This design comes from an exercise in tuning for small area on the open sky130 flow, not from production work.
At most, simulation tests tie the RTL to the original design; equivalence was not proved.
Power figures rest on the tool's default switching activity, not on a simulated workload.

==> maple <==
## rv_exec_top
module rv_exec_top (
   input  logic          i_clk,
   input  logic          i_rst,
   input  logic          i_valid,
   input  logic [31:0]   i_inst,
   output logic          o_wb_valid,
   output logic          o_wb_illegal,
   output logic [4:0]    o_wb_rd,
   output logic [31:0]   o_wb_data
);
   logic dec_lui;
   logic dec_op;
   logic dec_illegal;
   logic        s1_valid;
   logic        s1_illegal;
   logic        s1_lui;
   logic        s1_op;
   logic [31:7] s1_inst;
   logic        s2_valid;
   logic        s2_illegal;
   logic [4:0]  s2_rd;
   logic [31:0] s2_data;
   logic        s3_valid;
   logic        s3_illegal;
   logic [4:0]  s3_rd;
   logic [31:0] s3_data;
   logic [31:0]  mem [1:31];
   logic [991:0] mem_flat;
   logic [31:1]  wsel;
   logic [31:1]  rsel1;
   logic [31:1]  rsel2;
   logic [31:0] rs1_val;
   logic [31:0] rs2_val;
   logic        imm;
   logic [31:0] x1n;
   logic [31:0] x2n;
   logic [2:0]  f3;
   logic        alt;
   logic [31:0] result;
   rv_decoder i_rv_decoder (
      .i_inst    (i_inst),
      .o_lui     (dec_lui),
      .o_op      (dec_op),
      .o_illegal (dec_illegal)
   );
   stage_delay i_v1 (.i_clk(i_clk), .i_rst(i_rst), .i_d(i_valid), .o_q(s1_valid));
   stage_delay i_v2 (.i_clk(i_clk), .i_rst(i_rst), .i_d(s1_valid), .o_q(s2_valid));
   stage_delay i_v3 (.i_clk(i_clk), .i_rst(i_rst), .i_d(s2_valid), .o_q(s3_valid));
   always_ff @(posedge i_clk) begin
      s1_illegal <= dec_illegal;
      s1_lui <= dec_lui;
      s1_op <= dec_op;
  ...
==> module rv_ao22, before the edit <==
module rv_ao22 (
   input  logic a1, a2, b1, b2,
   output logic y
);
   assign y = (a1 & a2) | (b1 & b2);
endmodule
==> module rv_inv, before the edit <==
module rv_inv (
   input  logic a,
   output logic y
);
   assign y = ~a;
endmodule
==> module rv_exec_top, before the edit <==
module rv_exec_top (
   input  logic          i_clk,
   input  logic          i_rst,
   input  logic          i_valid,
   input  logic [31:0]   i_inst,
   output logic          o_wb_valid,
   output logic          o_wb_illegal,
   output logic [4:0]    o_wb_rd,
   output logic [31:0]   o_wb_data
);
   logic dec_lui;
   logic dec_op;
   logic dec_illegal;
   logic        s1_valid;
   logic        s1_illegal;
   logic        s1_lui;
   logic        s1_op;
   logic [31:7] s1_inst;
   logic        s2_valid;
   logic        s2_illegal;
   logic [4:0]  s2_rd;
   logic [31:0] s2_data;
   logic        s3_valid;
   logic        s3_illegal;
   logic [4:0]  s3_rd;
   logic [31:0] s3_data;
   logic [31:0]  mem [1:31];
   logic [991:0] mem_flat;
   logic [31:1]  wsel;
   logic [31:1]  rsel1;
   logic [31:1]  rsel2;
   logic [31:0] rs1_val;
   logic [31:0] rs2_val;
   logic        imm;
   logic [31:0] x1n;
   logic [31:0] x2n;
   logic [2:0]  f3;
   logic        alt;
   logic [31:0] result;
   rv_decoder i_rv_decoder (
      .i_inst    (i_inst),
      .o_lui     (dec_lui),
      .o_op      (dec_op),
      .o_illegal (dec_illegal)
   );
   stage_delay i_v1 (.i_clk(i_clk), .i_rst(i_rst), .i_d(i_valid), .o_q(s1_valid));
   stage_delay i_v2 (.i_clk(i_clk), .i_rst(i_rst), .i_d(s1_valid), .o_q(s2_valid));
   stage_delay i_v3 (.i_clk(i_clk), .i_rst(i_rst), .i_d(s2_valid), .o_q(s3_valid));
   always_ff @(posedge i_clk) begin
      s1_illegal <= dec_illegal;
      s1_lui <= dec_lui;
      s1_op <= dec_op;
      s1_inst <= i_inst[31:7];
      s2_illegal <= s1_illegal;
      s2_rd <= s1_inst[11:7];
      s2_data <= result;
      s3_illegal <= s2_illegal;
      s3_rd <= s2_rd;
      s3_data <= s2_data;
   end
   rv_sel_dec i_wdec (.i_en(s3_valid && !s3_illegal), .i_a(s3_rd), .o_sel(wsel));
   for (genvar r = 1; r < 32; r++) begin : g_reg
      logic        wseln;
      logic [31:0] nxt;
      rv_inv i_wn (.a(wsel[r]), .y(wseln));
      for (genvar b = 0; b < 32; b++) begin : g_bit
         rv_ao22 i_hold (.a1(wsel[r]), .a2(s3_data[b]), .b1(wseln), .b2(mem[r][b]), .y(nxt[b]));
      end
      always_ff @(posedge i_clk) begin
         mem[r] <= nxt;
      end
   end
   always_comb begin
      for (int r = 1; r < 32; r++) begin
         mem_flat[32*(r-1) +: 32] = mem[r];
      end
   end
   rv_sel_dec i_rdec1 (.i_en(!s1_lui), .i_a(s1_inst[19:15]), .o_sel(rsel1));
   rv_sel_dec i_rdec2 (.i_en(s1_op), .i_a(s1_inst[24:20]), .o_sel(rsel2));
   assign imm = !s1_op && !s1_lui;
   assign x1n = ~({s1_inst[31:12], 12'b0} & {32{s1_lui}});
   assign x2n = ~({{20{s1_inst[31]}}, s1_inst[31:20]} & {32{imm}});
   rv_regfile #(.XLO(12)) i_rd1 (.i_sel(rsel1), .i_mem(mem_flat), .i_xn(x1n), .o_q(rs1_val));
   rv_regfile #(.XLO(0)) i_rd2 (.i_sel(rsel2), .i_mem(mem_flat), .i_xn(x2n), .o_q(rs2_val));
   assign f3 = s1_inst[14:12];
   assign alt = s1_inst[30];
   rv_alu i_rv_alu (
      .i_a      (rs1_val),
      .i_b      (rs2_val),
      .i_inv    (!s1_lui && ((f3 == 3'd0) ? (s1_op && alt) : (f3[2:1] == 2'b01))),
      .i_kpn    (!(s1_lui || (f3 == 3'd0) || (f3 == 3'd4) || (f3 == 3'd6))),
      .i_kcn    (!(s1_lui || (f3 == 3'd0))),
      .i_kgn    (!(!s1_lui && f3[2] && f3[1])),
      .i_shift  (!s1_lui && (f3[1:0] == 2'b01)),
      .i_left   (!s1_lui && (f3 == 3'd1)),
      .i_right  (!s1_lui && (f3 == 3'd5)),
      .i_sra    (!s1_lui && (f3 == 3'd5) && alt),
      .i_slt    (!s1_lui && (f3 == 3'd2)),
      .i_sltu   (!s1_lui && (f3 == 3'd3)),
      .o_result (result)
   );
   assign o_wb_valid = s3_valid;
   assign o_wb_illegal = s3_illegal;
   assign o_wb_rd = s3_rd;
   assign o_wb_data = s3_data;
endmodule
export LEC_CHECK = 0
export CAP_MARGIN = 20
export CORE_MARGIN = 2
export CORE_UTILIZATION = 40
export SETUP_SLACK_MARGIN = 0.1
export SLEW_MARGIN = 20
export SYNTH_HIERARCHICAL = 1
create_clock -name core_clock -period 6.5 [get_ports {i_clk}]
standard.sh (not shown) runs the stock make flow with config.mk's settings and CLKGATE_MAP_FILE= SYNTH_SCRIPT=/design/flow/synth_recipe.tcl, a recipe that flattens the netlist after the stock synthesis.
==> flow/flow/run.sh <==
#!/bin/bash
# Layout: the standard flow (standard.sh, ORFS) with a lighter clock tree
# and small port buffers.
set -euo pipefail

# port buffers: a small buffer instead of the default pick
export BUFFER_PORTS_ARGS="-buffer_cell sky130_fd_sc_hd__buf_2"
# clock tree: bigger sink clusters of clkbuf_8, no dummy loads
export CTS_ARGS="-sink_clustering_enable -repair_clock_nets -sink_clustering_size 16 -sink_clustering_max_diameter 60 -buf_list sky130_fd_sc_hd__clkbuf_8 -dont_use_dummy_load"

bash standard.sh > standard.log 2>&1
==> willow: changes against maple <==
--- a/flow/design.v
+++ b/flow/design.v
@@ -220,36 +220,16 @@
             end
          end
       end
       for (int i = 0; i < 32; i++) begin
          o_cn[i+1] = ~gd[1][i];
       end
    end
 endmodule
-module rv_alu_therm (
-   input  logic [4:0]  i_s,
-   input  logic        i_shift,
-   output logic [31:0] o_th
-);
-   always_comb begin
-      for (int j = 0; j < 32; j++) begin
-         o_th[j] = i_shift && (5'(j) >= i_s);
-      end
-   end
-endmodule
-module rv_alu_samt (
-   input  logic [4:0] i_s,
-   input  logic       i_left,
-   output logic [4:0] o_t,
-   output logic [4:0] o_tn
-);
-   assign o_t = i_left ? (~i_s + 5'd1) : i_s;
-   assign o_tn = ~o_t;
-endmodule
 module rv_alu_lt (
    input  logic i_pn31,
    input  logic i_cn31,
    input  logic i_cn32,
    input  logic i_a31,
    input  logic i_slt,
    input  logic i_sltu,
    output logic o_xn
@@ -260,75 +240,89 @@
    input  logic [31:0] i_a,
    input  logic [31:0] i_b,
    input  logic        i_inv,     
    input  logic        i_kpn,     
    input  logic        i_kcn,     
    input  logic        i_kgn,     
    input  logic        i_shift,   
    input  logic        i_left,    
-   input  logic        i_right,   
    input  logic        i_sra,     
    input  logic        i_slt,
    input  logic        i_sltu,
    output logic [31:0] o_result
 );
    logic [31:0] bx;
    logic [31:0] pn;
    logic [31:0] gn;
    logic [32:0] cn;
-   logic [4:0]  t;
-   logic [4:0]  tn;
-   logic [31:0] rot [0:5];    
-   logic [31:0] th;
-   logic [31:0] mn;           
-   logic [31:0] fn;           
+   logic [4:0]  s;
+   logic [4:0]  sn;
+   logic [31:0] sh [0:5];     
    logic        fill;
+   logic        filln;
+   logic [31:0] shn;          
    logic        ltn;
    logic [31:0] kpg;
    logic [31:0] cg;
    logic [31:0] ln;
-   logic [31:0] rn;
    for (genvar i = 0; i < 32; i++) begin : g_pg
       rv_xor2 i_bx (.a(i_b[i]), .b(i_inv), .y(bx[i]));
       rv_xnor2 i_p (.a(i_a[i]), .b(bx[i]), .y(pn[i]));
       rv_nand2 i_g (.a(i_a[i]), .b(bx[i]), .y(gn[i]));
    end
    assign cn[0] = ~i_inv;
    rv_alu_carry i_carry (.i_pn(pn), .i_gn(gn), .i_cin(i_inv), .o_cn(cn[32:1]));
-   rv_alu_samt i_samt (.i_s(i_b[4:0]), .i_left(i_left), .o_t(t), .o_tn(tn));
-   assign rot[0] = i_a;
-   for (genvar l = 0; l < 5; l++) begin : g_rot
+   assign fill = i_sra & i_a[31];
+   assign filln = ~fill;
+   assign s = {i_b[4] | ~i_shift, i_b[3:0]};
+   assign sn = {~i_b[4] | ~i_shift, ~i_b[3:0]};
+   for (genvar i = 0; i < 32; i++) begin : g_rev
+      rv_oai22 i_m (
+         .a1 (i_a[31-i]), .a2 (~i_left),
+         .b1 (i_a[i]),    .b2 (i_left),
+         .y  (sh[0][i])
+      );
+   end
+   for (genvar l = 0; l < 5; l++) begin : g_sh
       for (genvar i = 0; i < 32; i++) begin : g_b
-         rv_oai22 i_m (
-            .a1 (rot[l][(i + (1 << l)) % 32]), .a2 (tn[l]),
-            .b1 (rot[l][i]),                   .b2 (t[l]),
-            .y  (rot[l+1][i])
-         );
+         if (i + (1 << l) < 32) begin : g_in
+            rv_oai22 i_m (
+               .a1 (sh[l][i + (1 << l)]), .a2 (sn[l]),
+               .b1 (sh[l][i]),            .b2 (s[l]),
+               .y  (sh[l+1][i])
+            );
+         end else begin : g_fill
+            rv_oai22 i_m (
+               .a1 ((l % 2 == 0) ? filln : fill), .a2 (sn[l]),
+               .b1 (sh[l][i]),                    .b2 (s[l]),
+               .y  (sh[l+1][i])
+            );
+         end
       end
    end
-   rv_alu_therm i_therm (.i_s(i_b[4:0]), .i_shift(i_shift), .o_th(th));
-   assign fill = i_sra & i_a[31];
-   for (genvar i = 0; i < 32; i++) begin : g_mask
-      rv_oai22 i_mn (.a1(i_right), .a2(th[i]), .b1(i_left), .b2(th[31-i]), .y(mn[i]));
-      rv_nand2b i_fn (.an(th[31-i]), .b(fill), .y(fn[i]));
+   for (genvar i = 0; i < 32; i++) begin : g_out
+      rv_oai22 i_m (
+         .a1 (sh[5][31-i]), .a2 (~i_left),
+         .b1 (sh[5][i]),    .b2 (i_left),
+         .y  (shn[i])
+      );
    end
    rv_alu_lt i_lt (
       .i_pn31 (pn[31]), .i_cn31 (cn[31]), .i_cn32 (cn[32]), .i_a31 (i_a[31]),
       .i_slt (i_slt), .i_sltu (i_sltu), .o_xn (ltn)
    );
    for (genvar i = 0; i < 32; i++) begin : g_res
       rv_nor2 i_kp (.a(pn[i]), .b(i_kpn), .y(kpg[i]));
       rv_oai22 i_cg (.a1(cn[i]), .a2(i_kcn), .b1(gn[i]), .b2(i_kgn), .y(cg[i]));
       rv_xnor2 i_l (.a(kpg[i]), .b(cg[i]), .y(ln[i]));
-      rv_oa21 i_r (.a1(rot[5][i]), .a2(mn[i]), .b1(fn[i]), .y(rn[i]));
       if (i == 0) begin : g_lt
-         rv_nand3 i_o (.a(ln[i]), .b(rn[i]), .c(ltn), .y(o_result[i]));
+         rv_nand3 i_o (.a(ln[i]), .b(shn[i]), .c(ltn), .y(o_result[i]));
       end else begin : g_nlt
-         rv_nand2 i_o (.a(ln[i]), .b(rn[i]), .y(o_result[i]));
+         rv_nand2 i_o (.a(ln[i]), .b(shn[i]), .y(o_result[i]));
       end
    end
 endmodule
 `timescale 1ns/100ps
 module stage_delay (
    input  logic i_clk,
    input  logic i_rst,
    input  logic i_d,
@@ -379,19 +373,21 @@
    logic        alt;
    logic [31:0] result;
    rv_decoder i_rv_decoder (
       .i_inst    (i_inst),
       .o_lui     (dec_lui),
       .o_op      (dec_op),
       .o_illegal (dec_illegal)
    );
-   stage_delay i_v1 (.i_clk(i_clk), .i_rst(i_rst), .i_d(i_valid), .o_q(s1_valid));
-   stage_delay i_v2 (.i_clk(i_clk), .i_rst(i_rst), .i_d(s1_valid), .o_q(s2_valid));
-   stage_delay i_v3 (.i_clk(i_clk), .i_rst(i_rst), .i_d(s2_valid), .o_q(s3_valid));
+   always_ff @(posedge i_clk) begin
+      s1_valid <= i_valid && !i_rst;
+      s2_valid <= s1_valid && !i_rst;
+      s3_valid <= s2_valid && !i_rst;
+   end
    always_ff @(posedge i_clk) begin
       s1_illegal <= dec_illegal;
       s1_lui <= dec_lui;
       s1_op <= dec_op;
       s1_inst <= i_inst[31:7];
       s2_illegal <= s1_illegal;
       s2_rd <= s1_inst[11:7];
       s2_data <= result;
@@ -429,17 +425,16 @@
       .i_a      (rs1_val),
       .i_b      (rs2_val),
       .i_inv    (!s1_lui && ((f3 == 3'd0) ? (s1_op && alt) : (f3[2:1] == 2'b01))),
       .i_kpn    (!(s1_lui || (f3 == 3'd0) || (f3 == 3'd4) || (f3 == 3'd6))),
       .i_kcn    (!(s1_lui || (f3 == 3'd0))),
       .i_kgn    (!(!s1_lui && f3[2] && f3[1])),
       .i_shift  (!s1_lui && (f3[1:0] == 2'b01)),
       .i_left   (!s1_lui && (f3 == 3'd1)),
-      .i_right  (!s1_lui && (f3 == 3'd5)),
       .i_sra    (!s1_lui && (f3 == 3'd5) && alt),
       .i_slt    (!s1_lui && (f3 == 3'd2)),
       .i_sltu   (!s1_lui && (f3 == 3'd3)),
       .o_result (result)
    );
    assign o_wb_valid = s3_valid;
    assign o_wb_illegal = s3_illegal;
    assign o_wb_rd = s3_rd;
==> flow/flow/run.sh (replaced) <==
#!/bin/bash
# Layout: the standard flow (standard.sh, ORFS) with a lighter clock tree
# and small port buffers.
set -euo pipefail

# port buffers: a small buffer instead of the default pick
export BUFFER_PORTS_ARGS="-buffer_cell sky130_fd_sc_hd__buf_1"
# clock tree: bigger sink clusters of clkbuf_4, no dummy loads
export CTS_ARGS="-sink_clustering_enable -repair_clock_nets -sink_clustering_size 8 -sink_clustering_max_diameter 40 -buf_list sky130_fd_sc_hd__clkbuf_4 -dont_use_dummy_load"

bash standard.sh > standard.log 2>&1
- CAP_MARGIN: 20 -> 5
- CORE_UTILIZATION: 40 -> 60
- SETUP_SLACK_MARGIN: 0.1 -> 0.3
- SLEW_MARGIN: 20 -> 5
==> quartz: changes against maple <==
--- a/flow/design.v
+++ b/flow/design.v
@@ -220,36 +220,16 @@
             end
          end
       end
       for (int i = 0; i < 32; i++) begin
          o_cn[i+1] = ~gd[1][i];
       end
    end
 endmodule
-module rv_alu_therm (
-   input  logic [4:0]  i_s,
-   input  logic        i_shift,
-   output logic [31:0] o_th
-);
-   always_comb begin
-      for (int j = 0; j < 32; j++) begin
-         o_th[j] = i_shift && (5'(j) >= i_s);
-      end
-   end
-endmodule
-module rv_alu_samt (
-   input  logic [4:0] i_s,
-   input  logic       i_left,
-   output logic [4:0] o_t,
-   output logic [4:0] o_tn
-);
-   assign o_t = i_left ? (~i_s + 5'd1) : i_s;
-   assign o_tn = ~o_t;
-endmodule
 module rv_alu_lt (
    input  logic i_pn31,
    input  logic i_cn31,
    input  logic i_cn32,
    input  logic i_a31,
    input  logic i_slt,
    input  logic i_sltu,
    output logic o_xn
@@ -260,75 +240,89 @@
    input  logic [31:0] i_a,
    input  logic [31:0] i_b,
    input  logic        i_inv,     
    input  logic        i_kpn,     
    input  logic        i_kcn,     
    input  logic        i_kgn,     
    input  logic        i_shift,   
    input  logic        i_left,    
-   input  logic        i_right,   
    input  logic        i_sra,     
    input  logic        i_slt,
    input  logic        i_sltu,
    output logic [31:0] o_result
 );
    logic [31:0] bx;
    logic [31:0] pn;
    logic [31:0] gn;
    logic [32:0] cn;
-   logic [4:0]  t;
-   logic [4:0]  tn;
-   logic [31:0] rot [0:5];    
-   logic [31:0] th;
-   logic [31:0] mn;           
-   logic [31:0] fn;           
+   logic [4:0]  s;
+   logic [4:0]  sn;
+   logic [31:0] sh [0:5];     
    logic        fill;
+   logic        filln;
+   logic [31:0] shn;          
    logic        ltn;
    logic [31:0] kpg;
    logic [31:0] cg;
    logic [31:0] ln;
-   logic [31:0] rn;
    for (genvar i = 0; i < 32; i++) begin : g_pg
       rv_xor2 i_bx (.a(i_b[i]), .b(i_inv), .y(bx[i]));
       rv_xnor2 i_p (.a(i_a[i]), .b(bx[i]), .y(pn[i]));
       rv_nand2 i_g (.a(i_a[i]), .b(bx[i]), .y(gn[i]));
    end
    assign cn[0] = ~i_inv;
    rv_alu_carry i_carry (.i_pn(pn), .i_gn(gn), .i_cin(i_inv), .o_cn(cn[32:1]));
-   rv_alu_samt i_samt (.i_s(i_b[4:0]), .i_left(i_left), .o_t(t), .o_tn(tn));
-   assign rot[0] = i_a;
-   for (genvar l = 0; l < 5; l++) begin : g_rot
+   assign fill = i_sra & i_a[31];
+   assign filln = ~fill;
+   assign s = {i_b[4] | ~i_shift, i_b[3:0]};
+   assign sn = {~i_b[4] | ~i_shift, ~i_b[3:0]};
+   for (genvar i = 0; i < 32; i++) begin : g_rev
+      rv_oai22 i_m (
+         .a1 (i_a[31-i]), .a2 (~i_left),
+         .b1 (i_a[i]),    .b2 (i_left),
+         .y  (sh[0][i])
+      );
+   end
+   for (genvar l = 0; l < 5; l++) begin : g_sh
       for (genvar i = 0; i < 32; i++) begin : g_b
-         rv_oai22 i_m (
-            .a1 (rot[l][(i + (1 << l)) % 32]), .a2 (tn[l]),
-            .b1 (rot[l][i]),                   .b2 (t[l]),
-            .y  (rot[l+1][i])
-         );
+         if (i + (1 << l) < 32) begin : g_in
+            rv_oai22 i_m (
+               .a1 (sh[l][i + (1 << l)]), .a2 (sn[l]),
+               .b1 (sh[l][i]),            .b2 (s[l]),
+               .y  (sh[l+1][i])
+            );
+         end else begin : g_fill
+            rv_oai22 i_m (
+               .a1 ((l % 2 == 0) ? filln : fill), .a2 (sn[l]),
+               .b1 (sh[l][i]),                    .b2 (s[l]),
+               .y  (sh[l+1][i])
+            );
+         end
       end
    end
-   rv_alu_therm i_therm (.i_s(i_b[4:0]), .i_shift(i_shift), .o_th(th));
-   assign fill = i_sra & i_a[31];
-   for (genvar i = 0; i < 32; i++) begin : g_mask
-      rv_oai22 i_mn (.a1(i_right), .a2(th[i]), .b1(i_left), .b2(th[31-i]), .y(mn[i]));
-      rv_nand2b i_fn (.an(th[31-i]), .b(fill), .y(fn[i]));
+   for (genvar i = 0; i < 32; i++) begin : g_out
+      rv_oai22 i_m (
+         .a1 (sh[5][31-i]), .a2 (~i_left),
+         .b1 (sh[5][i]),    .b2 (i_left),
+         .y  (shn[i])
+      );
    end
    rv_alu_lt i_lt (
       .i_pn31 (pn[31]), .i_cn31 (cn[31]), .i_cn32 (cn[32]), .i_a31 (i_a[31]),
       .i_slt (i_slt), .i_sltu (i_sltu), .o_xn (ltn)
    );
    for (genvar i = 0; i < 32; i++) begin : g_res
       rv_nor2 i_kp (.a(pn[i]), .b(i_kpn), .y(kpg[i]));
       rv_oai22 i_cg (.a1(cn[i]), .a2(i_kcn), .b1(gn[i]), .b2(i_kgn), .y(cg[i]));
       rv_xnor2 i_l (.a(kpg[i]), .b(cg[i]), .y(ln[i]));
-      rv_oa21 i_r (.a1(rot[5][i]), .a2(mn[i]), .b1(fn[i]), .y(rn[i]));
       if (i == 0) begin : g_lt
-         rv_nand3 i_o (.a(ln[i]), .b(rn[i]), .c(ltn), .y(o_result[i]));
+         rv_nand3 i_o (.a(ln[i]), .b(shn[i]), .c(ltn), .y(o_result[i]));
       end else begin : g_nlt
-         rv_nand2 i_o (.a(ln[i]), .b(rn[i]), .y(o_result[i]));
+         rv_nand2 i_o (.a(ln[i]), .b(shn[i]), .y(o_result[i]));
       end
    end
 endmodule
 `timescale 1ns/100ps
 module stage_delay (
    input  logic i_clk,
    input  logic i_rst,
    input  logic i_d,
@@ -379,19 +373,21 @@
    logic        alt;
    logic [31:0] result;
    rv_decoder i_rv_decoder (
       .i_inst    (i_inst),
       .o_lui     (dec_lui),
       .o_op      (dec_op),
       .o_illegal (dec_illegal)
    );
-   stage_delay i_v1 (.i_clk(i_clk), .i_rst(i_rst), .i_d(i_valid), .o_q(s1_valid));
-   stage_delay i_v2 (.i_clk(i_clk), .i_rst(i_rst), .i_d(s1_valid), .o_q(s2_valid));
-   stage_delay i_v3 (.i_clk(i_clk), .i_rst(i_rst), .i_d(s2_valid), .o_q(s3_valid));
+   always_ff @(posedge i_clk) begin
+      s1_valid <= i_valid && !i_rst;
+      s2_valid <= s1_valid && !i_rst;
+      s3_valid <= s2_valid && !i_rst;
+   end
    always_ff @(posedge i_clk) begin
       s1_illegal <= dec_illegal;
       s1_lui <= dec_lui;
       s1_op <= dec_op;
       s1_inst <= i_inst[31:7];
       s2_illegal <= s1_illegal;
       s2_rd <= s1_inst[11:7];
       s2_data <= result;
@@ -429,17 +425,16 @@
       .i_a      (rs1_val),
       .i_b      (rs2_val),
       .i_inv    (!s1_lui && ((f3 == 3'd0) ? (s1_op && alt) : (f3[2:1] == 2'b01))),
       .i_kpn    (!(s1_lui || (f3 == 3'd0) || (f3 == 3'd4) || (f3 == 3'd6))),
       .i_kcn    (!(s1_lui || (f3 == 3'd0))),
       .i_kgn    (!(!s1_lui && f3[2] && f3[1])),
       .i_shift  (!s1_lui && (f3[1:0] == 2'b01)),
       .i_left   (!s1_lui && (f3 == 3'd1)),
-      .i_right  (!s1_lui && (f3 == 3'd5)),
       .i_sra    (!s1_lui && (f3 == 3'd5) && alt),
       .i_slt    (!s1_lui && (f3 == 3'd2)),
       .i_sltu   (!s1_lui && (f3 == 3'd3)),
       .o_result (result)
    );
    assign o_wb_valid = s3_valid;
    assign o_wb_illegal = s3_illegal;
    assign o_wb_rd = s3_rd;
==> flow/flow/run.sh (replaced) <==
#!/bin/bash
# Layout: the standard flow (standard.sh, ORFS) with a lighter clock tree
# and small port buffers.
set -euo pipefail

# port buffers: a small buffer instead of the default pick
export BUFFER_PORTS_ARGS="-buffer_cell sky130_fd_sc_hd__buf_1"
# clock tree: bigger sink clusters of clkbuf_4, no dummy loads
export CTS_ARGS="-sink_clustering_enable -repair_clock_nets -sink_clustering_size 10 -sink_clustering_max_diameter 40 -buf_list sky130_fd_sc_hd__clkbuf_4 -dont_use_dummy_load"

bash standard.sh > standard.log 2>&1
- CAP_MARGIN: 20 -> 15
- CORE_UTILIZATION: 40 -> 50
- SETUP_SLACK_MARGIN: 0.1 -> 0.25
- SLEW_MARGIN: 20 -> 15
==> delta: changes against maple <==
--- a/flow/design.v
+++ b/flow/design.v
@@ -81,28 +81,16 @@
    assign y = ~(a | b);
 endmodule
 module rv_oai22 (
    input  logic a1, a2, b1, b2,
    output logic y
 );
    assign y = ~((a1 | a2) & (b1 | b2));
 endmodule
-module rv_ao22 (
-   input  logic a1, a2, b1, b2,
-   output logic y
-);
-   assign y = (a1 & a2) | (b1 & b2);
-endmodule
-module rv_inv (
-   input  logic a,
-   output logic y
-);
-   assign y = ~a;
-endmodule
 module rv_oa21 (
    input  logic a1, a2, b1,
    output logic y
 );
    assign y = (a1 | a2) & b1;
 endmodule
 module rv_nand2b (
    input  logic an, b,
@@ -395,25 +383,21 @@
       s2_illegal <= s1_illegal;
       s2_rd <= s1_inst[11:7];
       s2_data <= result;
       s3_illegal <= s2_illegal;
       s3_rd <= s2_rd;
       s3_data <= s2_data;
    end
    rv_sel_dec i_wdec (.i_en(s3_valid && !s3_illegal), .i_a(s3_rd), .o_sel(wsel));
-   for (genvar r = 1; r < 32; r++) begin : g_reg
-      logic        wseln;
-      logic [31:0] nxt;
-      rv_inv i_wn (.a(wsel[r]), .y(wseln));
-      for (genvar b = 0; b < 32; b++) begin : g_bit
-         rv_ao22 i_hold (.a1(wsel[r]), .a2(s3_data[b]), .b1(wseln), .b2(mem[r][b]), .y(nxt[b]));
-      end
-      always_ff @(posedge i_clk) begin
-         mem[r] <= nxt;
+   always_ff @(posedge i_clk) begin
+      for (int r = 1; r < 32; r++) begin
+         if (wsel[r]) begin
+            mem[r] <= s3_data;
+         end
       end
    end
    always_comb begin
       for (int r = 1; r < 32; r++) begin
          mem_flat[32*(r-1) +: 32] = mem[r];
       end
    end
    rv_sel_dec i_rdec1 (.i_en(!s1_lui), .i_a(s1_inst[19:15]), .o_sel(rsel1));
==> flow/run.sh (new file) <==
#!/bin/bash
# synth_recipe.tcl (not shown) runs the flow's synth.tcl, then flattens the netlist and writes it again
# the make line also repeats each setting of config.mk as NAME=value (left out here)
make -C /OpenROAD-flow-scripts/flow DESIGN_CONFIG=/design/flow/config.mk WORK_HOME=/design/flow/orfs CLKGATE_MAP_FILE= SYNTH_SCRIPT=/design/flow/synth_recipe.tcl finish
- CORE_UTILIZATION: 40 -> 45
- CTS_BUF_LIST: unset -> sky130_fd_sc_hd__clkbuf_8
removed: flow/flow/run.sh
removed: flow/standard.sh
==> notes <==
Flip-flop and latch count is the same in delta and maple.
Between quartz and willow, the lower combinational power is in willow (gap about 3%, measured against willow).
Of quartz and willow, willow has the higher via count (gap about 3.2%, measured against willow).
In quartz the non-clock buffer count is higher than in delta, by 1.
Critical path depth, highest first: maple, willow, delta, quartz.
In delta the final cell count is smaller than in quartz, by about 12%.
Register-to-register slack: maple < quartz < delta < willow.
Clock-buffer cell count: delta > willow > quartz > maple.
In willow the final area is lower than in delta, by 9.3%.
delta finished with timing, DRC and antenna clean. maple completed without violations. willow produced a clean layout. quartz completed with no timing, DRC or antenna violations.
Sequential share of layout area, lowest first: maple, quartz, willow, delta.
==> figures <==
Hold Path Depth: quartz 1; delta 0; maple 0; willow 1
Cell count of the worst reg-to-reg path: quartz 16; delta 18; maple 20; willow 19
Clk tree area frac: quartz 0.02345; delta 0.06497; maple 0.02689; willow 0.02534
Number of rows in the core area: quartz 108; delta 116; maple 122; willow 98
Data arrival time of the critical path: quartz 7.15 ns; delta 6.84 ns; maple 6.84 ns; willow 6.95 ns
Layout Cells excl Fill: quartz 5428; delta 4802; maple 5795; willow 5227
Sequential share of power: quartz 0.615; delta 0.517; maple 0.599; willow 0.613
Worst supply voltage drop on vdd: quartz 184.4 uV; delta 208.1 uV; maple 195.1 uV; willow 176.9 uV
Standard cell core area: quartz 86480 sq um; delta 100000 sq um; maple 110200 sq um; willow 71610 sq um
Status: quartz timing/DRC/antenna clean; delta timing/DRC/antenna clean; maple timing/DRC/antenna clean; willow timing/DRC/antenna clean
Largest cell class by area: quartz multi-input gates; delta sequential cells; maple multi-input gates; willow sequential cells
Static Leak: quartz 0.01694 uW; delta 0.01698 uW; maple 0.01747 uW; willow 0.01696 uW
Post-route cell area: quartz 48660 sq um; delta 53230 sq um; maple 50150 sq um; willow 48290 sq um
Commonest non-fill, non-tap cell in the layout: quartz sky130_fd_sc_hd__dfxtp_1; delta sky130_fd_sc_hd__edfxtp_1; maple sky130_fd_sc_hd__dfxtp_1; willow sky130_fd_sc_hd__dfxtp_1
Critical path origin: quartz s1_op; delta s1_inst[23]; maple s1_inst[21]; willow s1_inst[24]
HP Class: quartz primary input to register; delta register to register; maple register to register; willow primary input to register
CP Max Fanout: quartz 12; delta 32; maple 14; willow 32
Synthesized cell area: quartz 43520 sq um; delta 45370 sq um; maple 44250 sq um; willow 43520 sq um
Number of buffers and inverters on the critical path: quartz 0; delta 0; maple 5; willow 1
Clock Buffer Count: quartz 152; delta 202; maple 98; willow 163
Multi-input gate share of the layout cell area: quartz 0.4524; delta 0.2583; maple 0.4522; willow 0.4528
For maple and delta, only the layout was checked, not whether the RTL still works.

[what the ideal ports hide]
Ports are ideal in the flow. The routed layouts listed here were re-timed in OpenROAD. Step 1: set_driving_cell puts a clkbuf_16 on i_clk and a buf_2 on each other input, an assumption about the parent block. Step 2 moves the port delays by t, midway between the first and last clock arrival at a register: inputs arrive t later, outputs are due t later. That takes back most of the time a late clock gives input paths. Three values: ideal ports, drivers, drivers and shift; two values: the first two.
run	shift t [ns]	setup slack, ns	hold WS [ns]	worst setup path at the end
maple	0.865	0.306 / 0.306 / 0.306	0.263 / 0.263 / 0.263	register to register
willow	1.145	0.439 / 0.439 / 0.439	0.252 / 0.201 / 0.316	register to register
quartz	1.214	0.332 / 0.332 / 0.332	0.222 / 0.181 / 0.272	register to register
delta	0.926	0.380 / 0.380 / 0.380	0.296 / 0.296 / 0.296	register to register
After both steps setup and hold are still met in every run listed.
